Source: an optimization exercise on an open RTL-to-GDS flow (aim: small area, a short achievable clock period and few clock cycles). Production flows keep margins and buffers that such runs may drop.
Where RTL was checked, it was by simulation tests only, not by an equivalence proof against the original.
Power and IR drop assume default switching activity.

==> flow/design.v <==
package ipdc_pkg;
  typedef enum logic [2:0] {
    OP_LOAD    = 3'b000,
    OP_RIGHT   = 3'b001,
    OP_DOWN    = 3'b010,
    OP_DEFAULT = 3'b011,
    OP_ZOOM    = 3'b100,
    OP_LEFT    = 3'b101,
    OP_UP      = 3'b110,
    OP_NOP     = 3'b111
  } ipdc_op_e;
endpackage
module ipdc_img_buf (
  input  logic        i_clk,
  input  logic        i_we,
  input  logic [3:0]  i_wring,
  input  logic [23:0] i_wdata,
  input  logic [7:0]  i_rsel,
  input  logic [7:0]  i_psel,
  output logic [23:0] o_rd_data
);
  logic [63:0][23:0] fb;    
  logic [7:0][23:0]  rowd;
  always_ff @(posedge i_clk) begin
    for (int m = 0; m < 16; m++) begin
      fb[4*m+0] <= fb[4*m+1];
      fb[4*m+1] <= fb[4*m+2];
      fb[4*m+2] <= fb[4*m+3];
      fb[4*m+3] <= (i_we && i_wring == 4'(m)) ? i_wdata : fb[4*m+0];
    end
  end
  always_comb begin
    for (int r = 0; r < 8; r++) begin
      rowd[r] = '0;
      for (int c = 0; c < 8; c++)
        rowd[r] = rowd[r] | ({24{i_psel[c]}} & fb[r*8+c]);
    end
    o_rd_data = '0;
    for (int r = 0; r < 8; r++)
      o_rd_data = o_rd_data | ({24{i_rsel[r]}} & rowd[r]);
  end
endmodule
module ipdc_window_engine
#(
  parameter int unsigned DATA_W  = 24,
  parameter int unsigned IMG_DIM = 8,
  parameter int unsigned WIN_DIM = 4
) (
  input  logic              i_clk,
  input  logic              i_rst,
  input  logic              i_op_valid,
  input  logic [2:0]        i_op_mode,
  input  logic              i_in_valid,
  input  logic [DATA_W-1:0] i_in_data,
  output logic              o_in_ready,
  input  logic              i_out_ready,
  output logic              o_out_valid,
  output logic [DATA_W-1:0] o_out_data
);
  logic [4:0]  ro_q, co_q;
  logic        two_q;
  logic        act_q;
  logic [3:0]  n_q;
  logic [7:0]  rsel_q, csl_q, psel_q;
  logic        arr_q;
  logic [5:0]  acnt_q, wk_q;
  logic [2:0][23:0] dl_q;
  logic [3:0]  v_q;
  logic [1:0]  ph_q;
  logic        skid_v_q;
  logic [23:0] skid_q;
  logic        accept, acc_load, acc_disp, rd_fire, arr_last, we;
  logic [4:0]  ro_nx, co_nx, r_inc, r_dec, c_inc, c_dec;
  logic        two_nx;
  logic [23:0] rd_data, wdata;
  logic        act_nx, arr_nx, skid_v_nx, rd_done_nx, ld_busy_nx;
  logic [3:0]  n_nx, v_nx, take;
  logic [5:0]  wk_nx;
  logic [1:0]  ph_nx;
  logic [7:0]  rsel_nx, csl_nx, psel_nx;
  ipdc_img_buf u_img_buf (
    .i_clk     (i_clk),
    .i_we      (we),
    .i_wring   (wk_q[5:2]),
    .i_wdata   (wdata),
    .i_rsel    (rsel_q),
    .i_psel    (psel_q),
    .o_rd_data (rd_data)
  );
  assign accept   = i_op_valid && o_in_ready;
  assign acc_load = accept && (i_op_mode == 3'b000);
  assign acc_disp = accept && (i_op_mode != 3'b000) && (i_op_mode != 3'b111);
  assign rd_fire  = act_q && !skid_v_q;
  assign arr_last = arr_q && i_in_valid && (acnt_q == 6'd63);
  always_comb begin
    take = 4'b0000;
    if (v_q[2])                    take = 4'b1000;
    else if (v_q[1])               take = 4'b0100;
    else if (v_q[0])               take = 4'b0010;
    else if (arr_q && i_in_valid)  take = 4'b0001;
    wdata = ({24{take[0]}} & i_in_data) | ({24{take[1]}} & dl_q[0]) |
            ({24{take[2]}} & dl_q[1])   | ({24{take[3]}} & dl_q[2]);
  end
  assign we = (take != 4'b0000) && (ph_q == wk_q[1:0]);
  always_comb begin
    v_nx  = {1'b0, v_q[1:0] & ~(take[2:1] & {2{we}}), arr_q && i_in_valid && !(take[0] && we)};
    wk_nx = acc_load ? 6'd0 : wk_q + 6'(we);
    ph_nx = acc_load ? 2'd0 : ph_q + 2'd1;
    arr_nx = acc_load || (arr_q && !arr_last);
    ld_busy_nx = arr_nx || ((v_nx != 4'b0000) && !((wk_nx == 6'd63) && (ph_nx == 2'd3)));
  end
  assign r_inc = (two_q ? ro_q[0] : !ro_q[4]) ? {ro_q[3:0], 1'b0} : ro_q;
  assign c_inc = (two_q ? co_q[0] : !co_q[4]) ? {co_q[3:0], 1'b0} : co_q;
  assign r_dec = ro_q[0] ? ro_q : {1'b0, ro_q[4:1]};
  assign c_dec = co_q[0] ? co_q : {1'b0, co_q[4:1]};
  always_comb begin
    ro_nx  = ro_q;
    co_nx  = co_q;
    two_nx = two_q;
    case (i_op_mode)
      3'b001: co_nx = c_inc;
      3'b101: co_nx = c_dec;
      3'b010: ro_nx = r_inc;
      3'b110: ro_nx = r_dec;
      3'b011: begin ro_nx = 5'b00001; co_nx = 5'b00001; two_nx = 1'b1; end
      3'b100: begin ro_nx = 5'b00100; co_nx = 5'b00100; two_nx = 1'b0; end
      default: ;
    endcase
  end
  always_comb begin
    rsel_nx = rsel_q;
    csl_nx  = csl_q;
    if (acc_disp) begin
      act_nx  = 1'b1;
      n_nx    = 4'd0;
      rsel_nx = {3'b000, ro_nx};
      csl_nx  = {3'b000, co_nx};
    end else if (rd_fire) begin
      act_nx = (n_q != 4'd15);
      n_nx   = n_q + 4'd1;
      if (n_q[1:0] == 2'd3) begin
        csl_nx  = {3'b000, co_q};
        rsel_nx = two_q ? {rsel_q[5:0], 2'b00} : {rsel_q[6:0], 1'b0};
      end else begin
        csl_nx  = two_q ? {csl_q[5:0], 2'b00} : {csl_q[6:0], 1'b0};
      end
    end else begin
      act_nx = act_q;
      n_nx   = n_q;
    end
    for (int h = 0; h < 2; h++)
      for (int p = 0; p < 4; p++)
        psel_nx[4*h+p] = csl_nx[4*h + ((p + int'(ph_nx)) % 4)];
    skid_v_nx  = (o_out_valid && !i_out_ready) && (skid_v_q || rd_fire);
    rd_done_nx = !act_nx || ((n_nx == 4'd15) && !skid_v_nx);
  end
  always_ff @(posedge i_clk) begin
    if (i_rst) begin
      o_in_ready  <= 1'b1;
      ro_q        <= 5'b00001;
      co_q        <= 5'b00001;
      two_q       <= 1'b1;
      act_q       <= 1'b0;
      arr_q       <= 1'b0;
      v_q         <= 4'b0000;
      skid_v_q    <= 1'b0;
      o_out_valid <= 1'b0;
    end else begin
      o_in_ready <= !ld_busy_nx && rd_done_nx;
      act_q      <= act_nx;
      arr_q      <= arr_nx;
      v_q        <= v_nx;
      skid_v_q   <= skid_v_nx;
      if (!o_out_valid || i_out_ready)
        o_out_valid <= skid_v_q || rd_fire;
      if (acc_disp) begin
        ro_q  <= ro_nx;
        co_q  <= co_nx;
        two_q <= two_nx;
      end
    end
  end
  always_ff @(posedge i_clk) begin
    dl_q   <= {dl_q[1:0], i_in_data};
    ph_q   <= ph_nx;
    wk_q   <= wk_nx;
    n_q    <= n_nx;
    rsel_q <= rsel_nx;
    csl_q  <= csl_nx;
    psel_q <= psel_nx;
    if (acc_load) acnt_q <= '0;
    else if (arr_q && i_in_valid) acnt_q <= acnt_q + 6'd1;
    if (!o_out_valid || i_out_ready)
      o_out_data <= skid_v_q ? skid_q : rd_data;
    if (rd_fire && o_out_valid && !i_out_ready)
      skid_q <= rd_data;
  end
endmodule
==> flow/config.mk <==
export PLATFORM = sky130hd
export DESIGN_NAME = ipdc_window_engine
export DESIGN_NICKNAME = ipdc_window_engine
export VERILOG_FILES = /design/flow/design.v
export SDC_FILE = /design/flow/constraint.sdc
export NUM_CORES = 4
export LEC_CHECK = 0
export CAP_MARGIN = 20
export CORE_MARGIN = 2
export CORE_UTILIZATION = 55
export CTS_BUF_LIST = sky130_fd_sc_hd__clkbuf_8
export CTS_CLUSTER_DIAMETER = 45
export CTS_CLUSTER_SIZE = 16
export SETUP_SLACK_MARGIN = 3.0
export SLEW_MARGIN = 20
==> flow/constraint.sdc <==
create_clock -name core_clock -period 5.5 [get_ports {i_clk}]
set_input_delay 1.1000 -clock core_clock [delete_from_list [all_inputs] [get_ports {i_clk}]]
set_output_delay 1.1000 -clock core_clock [all_outputs]
set_load 0.01 [all_outputs]
run.sh (not shown) runs the stock make flow with config.mk's settings and CLKGATE_MAP_FILE= SYNTH_SCRIPT=/design/flow/synth_recipe.tcl, a recipe that flattens the netlist after the stock synthesis.
Change:
--- a/flow/design.v
+++ b/flow/design.v
@@ -65,5 +65,5 @@
   logic        arr_q;
   logic [5:0]  acnt_q, wk_q;
-  logic [2:0][23:0] dl_q;
+  logic [3:0][23:0] dl_q;
   logic [3:0]  v_q;
   logic [1:0]  ph_q;
@@ -95,16 +95,16 @@
   always_comb begin
     take = 4'b0000;
-    if (v_q[2])                    take = 4'b1000;
-    else if (v_q[1])               take = 4'b0100;
-    else if (v_q[0])               take = 4'b0010;
-    else if (arr_q && i_in_valid)  take = 4'b0001;
-    wdata = ({24{take[0]}} & i_in_data) | ({24{take[1]}} & dl_q[0]) |
-            ({24{take[2]}} & dl_q[1])   | ({24{take[3]}} & dl_q[2]);
+    if (v_q[3])      take = 4'b1000;
+    else if (v_q[2]) take = 4'b0100;
+    else if (v_q[1]) take = 4'b0010;
+    else if (v_q[0]) take = 4'b0001;
+    wdata = ({24{take[0]}} & dl_q[0]) | ({24{take[1]}} & dl_q[1]) |
+            ({24{take[2]}} & dl_q[2]) | ({24{take[3]}} & dl_q[3]);
   end
-  assign we = (take != 4'b0000) && (ph_q == wk_q[1:0]);
+  assign we = (v_q != 4'b0000) && (ph_q == wk_q[1:0]);
   always_comb begin
-    v_nx  = {1'b0, v_q[1:0] & ~(take[2:1] & {2{we}}), arr_q && i_in_valid && !(take[0] && we)};
+    v_nx  = {v_q[2:0] & ~(take[2:0] & {3{we}}), arr_q && i_in_valid};
     wk_nx = acc_load ? 6'd0 : wk_q + 6'(we);
-    ph_nx = acc_load ? 2'd0 : ph_q + 2'd1;
+    ph_nx = acc_load ? 2'd3 : ph_q + 2'd1;
     arr_nx = acc_load || (arr_q && !arr_last);
     ld_busy_nx = arr_nx || ((v_nx != 4'b0000) && !((wk_nx == 6'd63) && (ph_nx == 2'd3)));
@@ -182,5 +182,5 @@
   end
   always_ff @(posedge i_clk) begin
-    dl_q   <= {dl_q[1:0], i_in_data};
+    dl_q   <= {dl_q[2:0], i_in_data};
     ph_q   <= ph_nx;
     wk_q   <= wk_nx;
- The changed run passed the timing, design-rule and antenna checks
- clock power falls by 6.1%
- setup slack is better by 0.065 ns
- die area falls by 0.38%
- non-clock buffer count falls by 4
- cell area falls by 1.5%
- total power falls by 3.4%
Testbench counts after the change, summed over its fixed seeds: cycles 16,041.
The RTL of the first run of this note was laid out without a check of its function.

==> re-timing with driven ports <==
How much do the figures lean on ideal ports? The routed layouts below were timed once more, with nothing changed but the port constraints. Step 1, drivers: a clkbuf_16 drives i_clk and a buf_2 each remaining input, both assumed. Step 2 moves the port delays by t, midway between the first and last clock arrival at a register: inputs arrive t later, outputs are due t later. That takes back most of the time a late clock gives input paths. Slacks: ideal ports / drivers / drivers and shift; pairs: ideal ports / drivers.
run | t, ns | setup slack, ns | hold WS [ns] | latest minus earliest clock arrival (ns) | cell pins on the clock port's net
the first run | 0.916 | 2.831 / 2.864 / 1.948 | 0.329 / 0.329 / 0.329 | 0.044 / 0.044 | 1
the second run | 0.911 | 2.895 / 2.830 / 2.230 | 0.316 / 0.316 / 0.316 | 0.047 / 0.047 | 1
After both steps setup and hold are still met in every run listed. For the first run, which loses most, drivers alone change the setup slack by +0.033 ns; drivers and shift together by -0.883 ns.
